Source: an optimization exercise on an open RTL-to-GDS flow (aim: small area). Production flows keep margins and buffers that such runs may drop.
Only simulation tests tie the RTL to the original design; equivalence was not proved.
The clock port is modelled as an ideal driver; clocking choices that lean on that would not hold on a real chip.
Power is estimated from default activity; no workload was simulated.

v6:
Design dualport_1rw1w_be, start of the top module:
module dualport_1rw1w_be
#(
  parameter int DW      = 32,
  parameter int AW      = 6,
  parameter int BYTE_W  = 8,
  localparam int NB     = DW / BYTE_W,
  localparam int DEPTH  = 1 << AW
) (
  input  logic          clk,
  input  logic          rst_n,
  input  logic          ena,
  input  logic [NB-1:0] wea,
  input  logic [AW-1:0] addra,
  input  logic [DW-1:0] dia,
  output logic [DW-1:0] doa,
  output logic          doa_vld,
  input  logic          enb,
  input  logic [NB-1:0] beb,
  input  logic [AW-1:0] addrb,
  input  logic [DW-1:0] dib,
  output logic          init_busy,
  output logic          collision
);
export LEC_CHECK = 0
export CAP_MARGIN = 10
export CORE_MARGIN = 2
export CORE_UTILIZATION = 65
export SLEW_MARGIN = 10
export SYNTH_HIERARCHICAL = 1
create_clock -name core_clock -period 5.0 [get_ports {clk}]
standard.sh (not shown) runs the stock make flow with config.mk's settings and CLKGATE_MAP_FILE= SYNTH_SCRIPT=/design/flow/synth_recipe.tcl, a recipe that flattens the netlist after the stock synthesis.
==> flow/flow/run.sh <==
#!/bin/bash
# Own layout flow: the standard synthesis and ORFS layout, with these changes:
#  - ports are buffered with buf_1 instead of ORFS's default choice,
#  - after detailed placement, cells with spare slack are downsized
#    (repair_timing -recover_power) and placement is legalised again,
#  - clock tree synthesis uses clkbuf_8 in clusters of up to 26 sinks and
#    inserts no dummy loads; leaf buffers whose flip-flops see a slow clock
#    edge are then upsized to clkbuf_16.
# Each step's full output goes to a log file of its own in this folder
# (ORFS also keeps its per-stage logs under orfs/logs).
set -euo pipefail
W=$(pwd)
F=$W/flow
bash standard.sh synth > synth.log 2>&1
bash standard.sh \
  "BUFFER_PORTS_ARGS=-buffer_cell sky130_fd_sc_hd__buf_1" \
  "POST_DETAIL_PLACE_TCL=$F/downsize.tcl" \
  "CTS_ARGS=-sink_clustering_enable -repair_clock_nets -buf_list sky130_fd_sc_hd__clkbuf_8 -sink_clustering_size 26 -sink_clustering_max_diameter 80 -dont_use_dummy_load" \
  "POST_CTS_TCL=$F/post_cts.tcl" \
  finish > layout.log 2>&1
==> flow/flow/post_cts.tcl <==
# After clock tree synthesis: upsize the leaf clock buffers whose flip-flops
# see a clock slew above 105 ps, then legalise the placement again.
source [file join [file dirname [info script]] clock_slew.tcl]
estimate_parasitics -placement
fix_clock_slew 0.105
detailed_placement
check_placement -verbose
estimate_parasitics -placement
Other scripts of this flow, unchanged in this note and not shown: flow/flow/clock_slew.tcl, flow/flow/downsize.tcl
Here is what was changed in the inputs of v7 compared with v6.
Settings: a change of CAP_MARGIN from 10 to 20; a change of SLEW_MARGIN from 10 to 20.
-- flow/flow/run.sh --
<<< v6, line 3
#  - ports are buffered with buf_1 instead of ORFS's default choice,
>>> v7, line 3
#  - ports are buffered with buf_2 instead of ORFS's default choice,
<<< v6, line 16
  "BUFFER_PORTS_ARGS=-buffer_cell sky130_fd_sc_hd__buf_1" \
>>> v7, line 16
  "BUFFER_PORTS_ARGS=-buffer_cell sky130_fd_sc_hd__buf_2" \
-- flow/flow/post_cts.tcl --
<<< v6, line 2
# see a clock slew above 105 ps, then legalise the placement again.
>>> v7, line 2
# see a clock slew above 100 ps, then legalise the placement again.
<<< v6, line 5
fix_clock_slew 0.105
>>> v7, line 5
fix_clock_slew 0.100
Comparing v7 with v6, the number of nets in the finished design came out essentially unchanged. As far as area of all sequential standard cells goes, v6 and v7 are indistinguishable; the numbers are identical. The relative area of clock buffers and inverters in the final design was comparable across v7 and v6. Clock period minus worst slack in v7 vs v6: down 0.033 ns. Against v6, v7 comes in 1.4 points higher on met1 track utilization from global routing. Against v6 as the reference, v7 delivers a higher setup slack of the critical path after layout. Combinational fraction of design power across v7 and v6: no real change. v7 vs v6 — highest clock frequency the design can meet rose 0.76%.

* * *

dualport_1rw1w_be again, from the RTL that the note above started with.
Design dualport_1rw1w_be, start of the top module:
module dualport_1rw1w_be
#(
  parameter int DW      = 32,
  parameter int AW      = 6,
  parameter int BYTE_W  = 8,
  localparam int NB     = DW / BYTE_W,
  localparam int DEPTH  = 1 << AW
) (
  input  logic          clk,
  input  logic          rst_n,
  input  logic          ena,
  input  logic [NB-1:0] wea,
  input  logic [AW-1:0] addra,
  input  logic [DW-1:0] dia,
  output logic [DW-1:0] doa,
  output logic          doa_vld,
  input  logic          enb,
  input  logic [NB-1:0] beb,
  input  logic [AW-1:0] addrb,
  input  logic [DW-1:0] dib,
  output logic          init_busy,
  output logic          collision
);
export LEC_CHECK = 0
export CAP_MARGIN = 10
export CORE_MARGIN = 2
export CORE_UTILIZATION = 65
export SLEW_MARGIN = 10
export SYNTH_HIERARCHICAL = 1
create_clock -name core_clock -period 5.0 [get_ports {clk}]
==> flow/flow/run.sh <==
#!/bin/bash
# Own layout flow: the standard synthesis and ORFS layout, with these changes:
#  - ports are buffered with buf_2 instead of ORFS's default choice,
#  - after detailed placement, cells with spare slack are downsized
#    (repair_timing -recover_power) and placement is legalised again,
#  - clock tree synthesis uses clkbuf_8 in clusters of up to 26 sinks and
#    inserts no dummy loads; leaf buffers whose flip-flops see a slow clock
#    edge are then upsized to clkbuf_16.
# Each step's full output goes to a log file of its own in this folder
# (ORFS also keeps its per-stage logs under orfs/logs).
set -euo pipefail
W=$(pwd)
F=$W/flow
bash standard.sh synth > synth.log 2>&1
bash standard.sh \
  "BUFFER_PORTS_ARGS=-buffer_cell sky130_fd_sc_hd__buf_2" \
  "POST_DETAIL_PLACE_TCL=$F/downsize.tcl" \
  "CTS_ARGS=-sink_clustering_enable -repair_clock_nets -buf_list sky130_fd_sc_hd__clkbuf_8 -sink_clustering_size 26 -sink_clustering_max_diameter 80 -dont_use_dummy_load" \
  "POST_CTS_TCL=$F/post_cts.tcl" \
  finish > layout.log 2>&1
==> flow/flow/post_cts.tcl <==
# After clock tree synthesis: upsize the leaf clock buffers whose flip-flops
# see a clock slew above 100 ps, then legalise the placement again.
source [file join [file dirname [info script]] clock_slew.tcl]
estimate_parasitics -placement
fix_clock_slew 0.100
detailed_placement
check_placement -verbose
estimate_parasitics -placement
Other scripts of this flow, unchanged in this note and not shown: flow/flow/clock_slew.tcl, flow/flow/downsize.tcl
The starting point finished clean.
Next try:
--- a/flow/flow/post_cts.tcl
+++ b/flow/flow/post_cts.tcl
@@ -2 +2 @@
-# see a clock slew above 100 ps, then legalise the placement again.
+# see a clock slew above 115 ps, then legalise the placement again.
@@ -5 +5 @@
-fix_clock_slew 0.100
+fix_clock_slew 0.115
CAP_MARGIN = 20   (was 10)
CORE_UTILIZATION = 55   (was 65)
SLEW_MARGIN = 20   (was 10)
Result:
- The new run went through all stages and came out clean
- die area rises by 18%
- hold slack gains 230 ps
- maximum frequency rises by 1.1%
- utilization falls by 9.7 points
- critical path depth rises by 4
- routed wire length rises by 4.4%
- non-clock buffer count rises by 33
- global-route usage falls by 6.0 points
- final area rises by 1.4%
- area after synthesis stays the same
- power stays flat

-- static timing again, ports no longer ideal --
Ports are ideal in the flow. The routed layouts listed here were re-timed in OpenROAD.
Step 1 (the two cells are an assumption about what drives the block):
set clk [get_ports {clk}]
set_driving_cell -lib_cell sky130_fd_sc_hd__clkbuf_16 $clk
set_driving_cell -lib_cell sky130_fd_sc_hd__buf_2 [delete_from_list [all_inputs] $clk]
Step 2 moves the port delays by t, midway between the first and last clock arrival at a register: inputs arrive t later, outputs are due t later. That takes back most of the time a late clock gives input paths.
Slacks: ideal ports / drivers / drivers and shift; pairs: ideal ports / drivers.
run | shift t [ns] | setup slack, ns | worst setup path at the end | clock arrival spread, ns
v6 | 0.999 | 0.565 / 0.565 / -0.169 | input to register | 0.079 / 0.079
v7 | 1.036 | 0.599 / 0.510 / 0.047 | input to register | 0.081 / 0.080
the first run of note 2 | 1.042 | 0.620 / 0.532 / 0.088 | input to register | 0.087 / 0.087
the second run of note 2 | 1.006 | 0.669 / 0.669 / 0.278 | input to register | 0.090 / 0.089
Met with ideal ports but missed after step 2: setup timing in v6. For v6, which loses most, drivers alone change the setup slack by 0.000 ns; drivers and shift together by -0.734 ns.
